This is an optimization exercise on Yosys and OpenROAD, whose aim is small area, not a production implementation.
RTL that was checked went through simulation tests only; none was proved equivalent to the original.
Power figures rest on the tool's default switching activity, not on a simulated workload.

==> module data_mem_responder, before the edit <==
module data_mem_responder #(
  parameter int LATENCY = 4,
  parameter int DEPTH   = 32
) (
  input  logic        clk_i,
  input  logic        rst_i,
  input  logic        req_i,
  input  logic        we_i,
  input  logic [31:0] addr_i,
  input  logic [31:0] wdata_i,
  output logic        ack_o,
  output logic [31:0] rdata_o,
  output logic        busy_o,
  output logic        err_o
);
  localparam int NTAP = 8;
  localparam int SEG  = DEPTH / NTAP;
  logic [2:0]  st;
  logic        we_q;
  logic        fault_q;
  logic [4:0]  idx_q;
  logic [4:0]  rot;
  logic [31:0] buf_q;
  logic        bufv_q;
  logic [31:0] ring  [DEPTH];
  logic [DEPTH-1:0] ringv;
  logic        idle;
  logic        accept;
  logic        in_fault;
  logic [4:0]  cur_idx;
  logic [4:0]  s;
  logic        at_tap;
  logic [2:0]  tap;
  logic        cap;
  assign idle     = (st == 3'd0);
  assign accept   = idle && req_i;
  assign in_fault = (addr_i[1:0] != 2'b00) || (addr_i[31:7] != '0);
  assign cur_idx  = idle ? addr_i[6:2] : idx_q;
  assign s        = cur_idx + rot + 5'd1;
  assign at_tap   = (s[1:0] == 2'b00);
  assign tap      = s[4:2];
  assign cap      = at_tap && (idle ? (req_i && !we_i) : (!we_q && st != 3'd4));
  logic [4:0]      s_nx;
  logic            wr_nx;
  logic [NTAP-1:0] wsel;
  logic [NTAP-1:0] wkeep;
  assign s_nx  = cur_idx + rot + 5'd2;
  assign wr_nx = (s_nx[1:0] == 2'b00) &&
                 (accept ? (we_i && !in_fault)
                         : (we_q && !fault_q && (st == 3'd1 || st == 3'd2 || st == 3'd3)));
  logic [31:0] rd_word;
  logic        rd_v;
  always_comb begin
    rd_word = '0;
    rd_v    = 1'b0;
    for (int k = 0; k < NTAP; k++) begin
      if (((k + NTAP - 1) % NTAP) % 2 == 1)
        rd_word = rd_word | (~ring[(k * SEG + DEPTH - 1) % DEPTH] & {32{cap && tap == 3'(k)}});
      else
        rd_word = rd_word | (ring[(k * SEG + DEPTH - 1) % DEPTH] & {32{cap && tap == 3'(k)}});
      rd_v = rd_v | (ringv[(k * SEG + DEPTH - 1) % DEPTH] && cap && tap == 3'(k));
    end
  end
  logic        ld_w;
  logic        buf_hold;
  assign ld_w     = accept && we_i;
  assign buf_hold = !(ld_w || cap);
  assign busy_o  = rst_i && (!idle || req_i);
  assign ack_o   = (st == 3'd4);
  assign rdata_o = buf_q & {32{ack_o && !we_q && !fault_q && bufv_q}};
  always_ff @(posedge clk_i or negedge rst_i) begin
    if (!rst_i) begin
      st    <= 3'd0;
      err_o <= 1'b0;
      rot   <= '0;
      wsel  <= '0;
      wkeep <= '1;
    end else begin
      rot <= rot + 5'd1;
      if (accept) st <= 3'd1;
      else if (!idle) st <= (st == 3'd4) ? 3'd0 : st + 3'd1;
      err_o <= (st == 3'd3) && fault_q;
      for (int k = 0; k < NTAP; k++) begin
        wsel[k]  <= wr_nx && (s_nx[4:2] == 3'(k));
        wkeep[k] <= !(wr_nx && (s_nx[4:2] == 3'(k)));
      end
    end
  end
  always_ff @(posedge clk_i) begin
    if (accept) begin
      we_q    <= we_i;
      fault_q <= in_fault;
      idx_q   <= addr_i[6:2];
    end
    buf_q <= rd_word | (wdata_i & {32{ld_w}}) | (buf_q & {32{buf_hold}});
    if (cap) bufv_q <= rd_v;
  end
  always_ff @(posedge clk_i) begin
    for (int j = 0; j < DEPTH; j++) begin
      if (j % SEG == 0)
        ring[j] <= ~((ring[(j + DEPTH - 1) % DEPTH] | {32{wsel[j / SEG]}})
                   & ((((j / SEG) % 2 == 1) ? buf_q : ~buf_q) | {32{wkeep[j / SEG]}}));
      else
        ring[j] <= ring[(j + DEPTH - 1) % DEPTH];
    end
  end
  always_ff @(posedge clk_i or negedge rst_i) begin
    if (!rst_i) begin
      ringv <= '0;
    end else begin
      for (int j = 0; j < DEPTH; j++) begin
        if (j % SEG == 0)
          ringv[j] <= ringv[(j + DEPTH - 1) % DEPTH] || wsel[j / SEG];
        else
          ringv[j] <= ringv[(j + DEPTH - 1) % DEPTH];
      end
    end
  end
endmodule
export LEC_CHECK = 0
export CAP_MARGIN = 20
export CORE_MARGIN = 2
export CORE_UTILIZATION = 70
export SLEW_MARGIN = 20
create_clock -name core_clock -period 5.0 [get_ports {clk_i}]
standard.sh (not shown) runs the stock make flow with config.mk's settings and CLKGATE_MAP_FILE= SYNTH_SCRIPT=/design/flow/synth_recipe.tcl, a recipe that flattens the netlist after the stock synthesis.
==> flow/flow/run.sh <==
#!/bin/bash
# Own layout flow: the standard flow (standard.sh) with two changes:
#  - CTS without dummy loads, built from larger clkbuf_8 sink clusters;
#  - port buffers use buf_1 instead of the default choice.
# standard.sh's full output goes to standard.log; ORFS's per-step logs stay in orfs/logs.
set -e
export CTS_ARGS="-sink_clustering_enable -repair_clock_nets -dont_use_dummy_load -buf_list sky130_fd_sc_hd__clkbuf_8 -sink_clustering_size 20 -sink_clustering_max_diameter 50"
export BUFFER_PORTS_ARGS="-buffer_cell sky130_fd_sc_hd__buf_1"
bash standard.sh > standard.log 2>&1
The baseline finished clean.
Change:
--- a/flow/design.v
+++ b/flow/design.v
@@ -21,12 +21,14 @@
   logic [4:0]  idx_q;
   logic [4:0]  rot;
   logic [31:0] buf_q;
   logic        bufv_q;
   logic [31:0] ring  [DEPTH];
   logic [DEPTH-1:0] ringv;
+  logic        swept;     
+  logic        sweep;
   logic        idle;
   logic        accept;
   logic        in_fault;
   logic [4:0]  cur_idx;
   logic [4:0]  s;
   logic        at_tap;
@@ -36,19 +38,20 @@
   assign accept   = idle && req_i;
   assign in_fault = (addr_i[1:0] != 2'b00) || (addr_i[31:7] != '0);
   assign cur_idx  = idle ? addr_i[6:2] : idx_q;
   assign s        = cur_idx + rot + 5'd1;
   assign at_tap   = (s[1:0] == 2'b00);
   assign tap      = s[4:2];
+  assign sweep    = !swept && (rot[4:2] == 3'd0);
   assign cap      = at_tap && (idle ? (req_i && !we_i) : (!we_q && st != 3'd4));
-  logic [4:0]      s_nx;
   logic            wr_nx;
+  logic [2:0]      tap_nx;
   logic [NTAP-1:0] wsel;
   logic [NTAP-1:0] wkeep;
-  assign s_nx  = cur_idx + rot + 5'd2;
-  assign wr_nx = (s_nx[1:0] == 2'b00) &&
+  assign tap_nx = s[4:2] + 3'd1;
+  assign wr_nx  = (s[1:0] == 2'b11) &&
                  (accept ? (we_i && !in_fault)
                          : (we_q && !fault_q && (st == 3'd1 || st == 3'd2 || st == 3'd3)));
   logic [31:0] rd_word;
   logic        rd_v;
   always_comb begin
     rd_word = '0;
@@ -70,50 +73,48 @@
   assign rdata_o = buf_q & {32{ack_o && !we_q && !fault_q && bufv_q}};
   always_ff @(posedge clk_i or negedge rst_i) begin
     if (!rst_i) begin
       st    <= 3'd0;
       err_o <= 1'b0;
       rot   <= '0;
+      swept <= 1'b0;
       wsel  <= '0;
       wkeep <= '1;
     end else begin
       rot <= rot + 5'd1;
+      if (rot == 5'd3) swept <= 1'b1;
       if (accept) st <= 3'd1;
       else if (!idle) st <= (st == 3'd4) ? 3'd0 : st + 3'd1;
       err_o <= (st == 3'd3) && fault_q;
       for (int k = 0; k < NTAP; k++) begin
-        wsel[k]  <= wr_nx && (s_nx[4:2] == 3'(k));
-        wkeep[k] <= !(wr_nx && (s_nx[4:2] == 3'(k)));
+        wsel[k]  <= wr_nx && (tap_nx == 3'(k));
+        wkeep[k] <= !(wr_nx && (tap_nx == 3'(k)));
       end
     end
   end
   always_ff @(posedge clk_i) begin
     if (accept) begin
       we_q    <= we_i;
       fault_q <= in_fault;
       idx_q   <= addr_i[6:2];
     end
     buf_q <= rd_word | (wdata_i & {32{ld_w}}) | (buf_q & {32{buf_hold}});
-    if (cap) bufv_q <= rd_v;
+    if (cap) bufv_q <= rd_v && !sweep;
   end
   always_ff @(posedge clk_i) begin
     for (int j = 0; j < DEPTH; j++) begin
       if (j % SEG == 0)
         ring[j] <= ~((ring[(j + DEPTH - 1) % DEPTH] | {32{wsel[j / SEG]}})
                    & ((((j / SEG) % 2 == 1) ? buf_q : ~buf_q) | {32{wkeep[j / SEG]}}));
       else
         ring[j] <= ring[(j + DEPTH - 1) % DEPTH];
     end
   end
-  always_ff @(posedge clk_i or negedge rst_i) begin
-    if (!rst_i) begin
-      ringv <= '0;
-    end else begin
-      for (int j = 0; j < DEPTH; j++) begin
-        if (j % SEG == 0)
-          ringv[j] <= ringv[(j + DEPTH - 1) % DEPTH] || wsel[j / SEG];
-        else
-          ringv[j] <= ringv[(j + DEPTH - 1) % DEPTH];
-      end
+  always_ff @(posedge clk_i) begin
+    for (int j = 0; j < DEPTH; j++) begin
+      if (j % SEG == 0)
+        ringv[j] <= (ringv[(j + DEPTH - 1) % DEPTH] && !sweep) || wsel[j / SEG];
+      else
+        ringv[j] <= ringv[(j + DEPTH - 1) % DEPTH];
     end
   end
 endmodule
=> Worst setup slack is better by 0.099 ns. Cell area goes down by 1.1%. Combinational power came out lower by 17%. Clock-buffer cell count does not change. Power climbs by 6.3%. Sequential power rises by about 20%.
No functional check of the RTL was part of the first run of this note.

[port drivers added, routing unchanged]
The flow's constraints put no driver on any port. The routed layouts listed below were extracted and timed again, unchanged, in two steps.
Step 1: set_driving_cell puts a clkbuf_16 on clk_i and a buf_2 on each other input, an assumption about the parent block.
Step 2 also shifts input and output timing later by t, the mid clock arrival at the registers, as if the neighbouring blocks saw the same clock.
Slacks: no drivers / after step 1 / after step 2; pairs: no drivers / after step 1.
run	t, ns	slack for setup (ns)	hold slack, ns	worst setup path after step 2	clock arrival spread, ns
the first run	0.680	0.363 / 0.363 / 0.338	0.296 / 0.296 / 0.296	input to register	0.084 / 0.083
the second run	0.669	0.462 / 0.462 / 0.462	0.305 / 0.305 / 0.305	register to register	0.070 / 0.071
After both steps setup and hold are still met in every run listed. For the first run, which loses most, drivers alone change the setup slack by 0.000 ns; drivers and shift together by -0.025 ns.
